What follows belongs to an exercise in optimizing a design on an open flow for small area; a production flow would make more cautious choices.
Only simulation tests tie the RTL to the original design; equivalence was not proved.
Power figures rest on the tool's default switching activity, not on a simulated workload.

`flow/design.v`:
```
package regfile_pipe_pkg;
  localparam int unsigned DefDataW = 32;
  localparam int unsigned DefAddrW = 5;
  localparam int unsigned DefNrd   = 2;
  typedef logic [DefAddrW-1:0] reg_idx_t;
  function automatic logic is_reg_zero(input reg_idx_t idx);
    is_reg_zero = (idx == '0);
  endfunction
endpackage
module regfile_rdport #(
  parameter int unsigned DATA_W = regfile_pipe_pkg::DefDataW,
  parameter int unsigned DEPTH  = 32
) (
  input  logic                    clk,
  input  logic                    rst,
  input  logic                    rd_en_i,
  input  logic [DEPTH-1:0]        sel_i,
  input  logic                    byp_i,
  input  logic [DEPTH*DATA_W-1:0] regs_i,
  input  logic [DATA_W-1:0]       wr_data_i,
  input  logic                    busy_nxt_i,
  output logic [DATA_W-1:0]       rd_data_o,
  output logic                    rd_valid_o,
  output logic                    rd_busy_o
);
  logic [DATA_W-1:0] data_d, data_q;
  logic              valid_q;
  logic              busy_q;
  always_comb begin
    data_d = {DATA_W{byp_i}} & wr_data_i;
    for (int i = 0; i < int'(DEPTH); i++) begin
      data_d = data_d | ({DATA_W{sel_i[i]}} & regs_i[i*DATA_W +: DATA_W]);
    end
  end
  always_ff @(posedge clk) begin
    if (rst) begin
      data_q  <= '0;
      valid_q <= 1'b0;
      busy_q  <= 1'b0;
    end else begin
      valid_q <= rd_en_i;
      if (rd_en_i) begin
        data_q <= data_d;
        busy_q <= busy_nxt_i;
      end
    end
  end
  assign rd_data_o  = data_q;
  assign rd_valid_o = valid_q;
  assign rd_busy_o  = busy_q;
endmodule
module regfile_pipe #(
  parameter int unsigned       DATA_W    = regfile_pipe_pkg::DefDataW,
  parameter int unsigned       ADDR_W    = regfile_pipe_pkg::DefAddrW,
  parameter int unsigned       NRD       = regfile_pipe_pkg::DefNrd,
  parameter int unsigned       ZERO_REG  = 1,
  parameter logic [DATA_W-1:0] RESET_VAL = '0
) (
  input  logic                  clk,
  input  logic                  rst,
  input  logic [NRD-1:0]        rd_en,
  input  logic [NRD*ADDR_W-1:0] rd_addr,
  output logic [NRD*DATA_W-1:0] rd_data,
  output logic [NRD-1:0]        rd_valid,
  output logic [NRD-1:0]        rd_busy,
  input  logic                  wr_en,
  input  logic [ADDR_W-1:0]     wr_addr,
  input  logic [DATA_W-1:0]     wr_data,
  input  logic                  rsv_en,
  input  logic [ADDR_W-1:0]     rsv_addr,
  output logic                  busy_any
);
  localparam int unsigned DEPTH = 1 << ADDR_W;
  logic [DEPTH*DATA_W-1:0] regs_flat;
  logic [DEPTH-1:0]        wsel;        
  logic [DEPTH-1:0]        vld_q;       
  logic [DEPTH-1:0]        busy_d, busy_q;
  logic                    busy_any_q;
  for (genvar i = 0; i < int'(DEPTH); i++) begin : g_dec
    assign wsel[i] = wr_en && (wr_addr == ADDR_W'(i)) && (i != 0);
  end
  always_comb begin
    busy_d = busy_q;
    if (wr_en) begin
      busy_d[wr_addr] = 1'b0;
    end
    if (rsv_en) begin
      busy_d[rsv_addr] = 1'b1;
    end
    busy_d[0] = 1'b0;
  end
  always_ff @(posedge clk) begin
    if (rst) begin
      vld_q      <= '0;
      busy_q     <= '0;
      busy_any_q <= 1'b0;
    end else begin
      vld_q      <= vld_q | wsel;
      busy_q     <= busy_d;
      busy_any_q <= |busy_d;
    end
  end
  logic [DATA_W-1:0] regs_q [1:DEPTH-1];
  always_ff @(posedge clk) begin
    for (int i = 1; i < int'(DEPTH); i++) begin
      if (wsel[i]) begin
        regs_q[i] <= wr_data;
      end
    end
  end
  assign regs_flat[DATA_W-1:0] = '0;
  for (genvar i = 1; i < int'(DEPTH); i++) begin : g_reg
    assign regs_flat[i*DATA_W +: DATA_W] = regs_q[i];
  end
  for (genvar p = 0; p < int'(NRD); p++) begin : g_rdport
    logic [ADDR_W-1:0] addr;
    logic              byp;
    logic [DEPTH-1:0]  sel;
    assign addr = rd_addr[p*ADDR_W +: ADDR_W];
    assign byp  = wr_en && (wr_addr == addr) && (addr != '0);
    for (genvar i = 0; i < int'(DEPTH); i++) begin : g_sel
      assign sel[i] = (addr == ADDR_W'(i)) && vld_q[i] && !wsel[i];
    end
    regfile_rdport #(
      .DATA_W (DATA_W),
      .DEPTH  (DEPTH)
    ) u_rdport (
      .clk        (clk),
      .rst        (rst),
      .rd_en_i    (rd_en[p]),
      .sel_i      (sel),
      .byp_i      (byp),
      .regs_i     (regs_flat),
      .wr_data_i  (wr_data),
      .busy_nxt_i (busy_d[addr]),
      .rd_data_o  (rd_data[p*DATA_W +: DATA_W]),
      .rd_valid_o (rd_valid[p]),
      .rd_busy_o  (rd_busy[p])
    );
  end
  assign busy_any = busy_any_q;
endmodule
```
`flow/run.sh`:
```
#!/bin/bash
# synth_recipe.tcl (not shown) runs the flow's synth.tcl, then flattens the netlist and writes it again
# the make line also repeats each setting of config.mk as NAME=value (left out here)
make -C /OpenROAD-flow-scripts/flow DESIGN_CONFIG=/design/flow/config.mk WORK_HOME=/design/flow/orfs CLKGATE_MAP_FILE= SYNTH_SCRIPT=/design/flow/synth_recipe.tcl finish
```
`flow/config.mk`:
```
export PLATFORM = sky130hd
export DESIGN_NAME = regfile_pipe
export DESIGN_NICKNAME = regfile_pipe
export VERILOG_FILES = /design/flow/design.v
export SDC_FILE = /design/flow/constraint.sdc
export NUM_CORES = 4
export LEC_CHECK = 0
export CAP_MARGIN = 20
export CORE_MARGIN = 2
export CORE_UTILIZATION = 40
export SLEW_MARGIN = 20
```
`flow/constraint.sdc`:
```
create_clock -name core_clock -period 5.0 [get_ports {clk}]
set_input_delay 1.0000 -clock core_clock [delete_from_list [all_inputs] [get_ports {clk}]]
set_output_delay 1.0000 -clock core_clock [all_outputs]
set_load 0.01 [all_outputs]
```
==> results_dict.tcl <==
set metrics [dict create \
    cts.sinks 1123 \
    synthTopCellsByCount "992 x edfxtp_1, 339 x a22oi_1, 247 x a22o_1" \
    pin_count 127 \
    report.final.slew_viol_count 0 \
    netlist_top_cells_area "edfxtp_1 63%, dfxtp_1 5.5%, a22oi_1 5.3%, a22o_1 4.5%, a221oi_1 4.5%" \
    core_area_um2 118000 \
    cp.required_ps 5580 \
    r2r_setup_slack_ps 2180 \
    grt_pass1_wl_mm 316 \
    ir_drop_uv 323 \
    maxCapViolCount 0 \
    syn_area_per_cell_um2 14.1 \
    drc 0 \
    place_congestion 0.956 \
    layout-drive-gt1-share_pct 15.5 \
    drt-total-wl_mm 235 \
    dr.pass1.iters 10 \
    synth.largest_area_cell "edfxtp_1" \
    htreeDepth 3 \
    clkLatencyLatePin_ps 750 \
    fin_nets 3680 \
    hold_violations 0 \
    cp.buffers_inverters 4 \
    cts-resized-gates 0 \
    synth_seq_area_share_pct 68.0 \
    drt_iter0_drc 8462 \
    post-dp-hpwl_mm 130 \
    hold_ws_ps 455 \
    crit_top_cell "buf_4" \
    synth_warnings 3 \
    fmax_mhz 235 \
    die_height_um 349 \
    power.share.clock_pct 43.9 \
    rows 126 \
    crit_path_start_kind "input pin" \
    synth.most_common_cell "edfxtp_1" \
    gr-total-overflow 0 \
    worstSetupPathType "in -> reg" \
    r2r_start "vld_q[17]" \
    p_switching_w 0.00449 \
    ctsRootBufferMaster "clkbuf_16" \
    post_cts_buffers 0 \
    p_int_w 0.0155 \
    dieArea_um2 122000 \
    ys_seq_elements 1123 \
    critPathArrivalTime_ps 4840 \
    cpLargestDelayFamily "compound AO/OA/AOI/OAI gates" \
    end_kind "flip-flop" \
    synthArstFlopShare_pct 0 \
    skew_ps 39.2 \
    hold_start "vld_q[11]" \
    syn_nets 3445 \
    reg2regPathDepth 8 \
    slowest_stage "a2111oi_0" \
    fin_setup_tns_ps 0 \
    grtUsageTotal_pct 37.6 \
    grt_pass1_vias 38000 \
    pwr-share-seq_pct 52.1 \
    viasPerCell 7.74 \
    syn2layout_area_growth_pct 18.9 \
    p_leak_nw 17.6 \
    worst_slew_pin_slew_ps 1260 \
    pwr-share-comb_pct 4.0 \
    crit_chain "clkdlybuf4s50_1 > buf_4 > ha_1 > nand2b_1 > buf_4 > o21ai_0 > nor3_2 > buf_4 > a221o_1 > a221o_1 > a2111oi_0 > a211oi_1" \
    initial_core_util_pct 40.3 \
    path_max_fanout 16 \
    synthCells 3378 \
    p_sw_share_pct 22.4 \
    slew-limit-headroom_pct 15.7 \
    clk_pin_slew_ps 60 \
    cts_tree "built" \
    die_x_um 349 \
    min_path_cells 2 \
    wire_per_inst_um 44.7 \
    synth_cell_types 83 \
    min_to "vld_q[11]" \
    numCtsBuffers 113 \
    rsz0062_at_grt "no" \
    min_period_ps 4250 \
    startpoint "wr_addr[0]" \
    setup_violations 0 \
    vias 40700 \
    period_share_pct 85.1 \
    cpPeakStageDelay_ps 720 \
    syn-cell-area_um2 47600 \
    clock_path_buffers 3 \
    antenna_found_initial 6 \
    yosysTopAreaCellShare_pct 62.5 \
    synth-edff-count 992 \
    port_buffers 126 \
    antenna_left 0 \
    outcome "finished clean" \
    powerDensity_nw_per_um2 353 \
    final_core_util_pct 48.0 \
    ctsHoldBuffers 0 \
    yosys_most_used_dff "edfxtp_1" \
    hold_path_class "reg -> reg" \
    r2r-end "g_rdport[0].u_rdport.data_q[17]" \
    grt_max_degree 50 \
]
[worst max path at each step]
| stage | depth (start not counted) | end |
|---|---|---|
| final | 12 | g_rdport[0].u_rdport.data_q[17] |
| after floorplan | 13 | g_rdport[1].u_rdport.data_q[3] |
| after global placement | 12 | g_rdport[0].u_rdport.data_q[17] |
| after CTS | 12 | g_rdport[0].u_rdport.data_q[17] |
| after detailed placement | 12 | g_rdport[0].u_rdport.data_q[17] |
| after global routing | 14 | busy_any_q |
[layout by cell type (no fill, tap or decap), types with 27 or more instances in the layout]
| master | n |
|---|---|
| buf_4 | 208 |
| a222oi_1 | 64 |
| clkdlybuf4s50_1 | 118 |
| o21ai_0 | 48 |
| nand3_1 | 73 |
| a221o_1 | 27 |
| nand4_1 | 147 |
| a22o_1 | 247 |
| edfxtp_1 | 992 |
| a211oi_1 | 57 |
| clkinv_2 | 28 |
| a22oi_1 | 339 |
| dfxtp_1 | 131 |
| buf_12 | 64 |
| a221oi_1 | 246 |
| a2111oi_0 | 60 |
| clkbuf_16 | 116 |
| nand2_1 | 154 |
| nor2_1 | 164 |
[sequential cells by signal, indices dropped and copies added, names as in the netlist]
register,count
g_rdport.u_rdport.busy_q,2
busy_q,31
regs_q,992
g_rdport.u_rdport.valid_q,2
busy_any_q,1
vld_q,31
g_rdport.u_rdport.data_q,64
[power by group through the flow]
stage	sequential, W	clock (W)	combinational (W)
2_1_floorplan	0.0106	0	0.000285
3_3_place_gp	0.0106	0	0.000774
3_5_place_dp	0.0106	0	0.000777
4_1_cts	0.0104	0.00875	0.000778
5_1_grt	0.0104	0.00914	0.000833
6_report	0.0104	0.00877	0.000804
[worst min-delay path: stages (launching register included)]
cell and delay [ps]:
dfxtp_1 310, inv_1 50, a21oi_1 50
[cell families (layout without fill, tap and decap cells)]
| logic type | after synthesis | count (layout) | synth area share (%) |
|---|---|---|---|
| AOI/OAI and AO/OA | 1196 | 1196 | 20.5 |
| xor gates and xnor gates | 12 | 12 | 0.252 |
| adders and majority gates | 9 | 9 | 0.236 |
| buffers and inverters | 296 | 630 | 2.76 |
| DFF | 1123 | 1123 | 68.0 |
| other | 0 | 4 | 0 |
| and+or+nand+nor | 742 | 742 | 8.22 |
[stage by stage]
stage / cells / worst slack, ps / power [W] / area (µm²)
finish: 5252 / 747 / 0.0200 / 56700
global route: 5248 / 805 / 0.0204 / 56600
CTS: 5248 / 870 / 0.0200 / 56700
detailed placement: 5034 / 127 / 0.0114 / 52900
global placement: 5034 / 122 / 0.0114 / 52900
floorplan: 3378 / 289 / 0.0109 / 47600
[cell type report]
type / count / area, µm²
Timing Repair Buffer: 395 / 4050
Tap cell: 1536 / 1920
Antenna cell: 4 / 10.0
Fill cell: 10100 / 61400
Clock buffer: 134 / 3020
Multi-Input combinational cell: 1959 / 14400
Clock inverter: 80 / 767
Sequential cell: 1123 / 32400
Inverter: 21 / 78.8
[per-layer routing]
metal | wire length (µm) | global-route usage [%]
met2 | 93700 | 53.2
met4 | 20300 | 22.4
met3 | 42300 | 15.4
met5 | 38 | 0
met1 | 78500 | 48.1

-- separate check: timing with driven ports --
No port has a modelled driver above. Below, the same layout with a new extraction and two added sets of constraints. Step 1, drivers: a clkbuf_16 drives clk and a buf_2 each remaining input, both assumed. Step 2 moves the port delays by t, midway between the first and last clock arrival at a register: inputs arrive t later, outputs are due t later. That takes back most of the time a late clock gives input paths. a / b / c = no drivers / after step 1 / after step 2; a / b = the first two.
t, ns: 0.805
slack for setup (ns): 0.747 / 0.803 / -0.002
clock arrival spread, ns: 0.044 / 0.044
worst register clock-pin slew, ns: 0.07 / 0.07
Met with ideal ports but missed after step 2: setup timing in this run. The setup slack of this run moves by +0.056 ns with the drivers and by -0.749 ns with both steps.
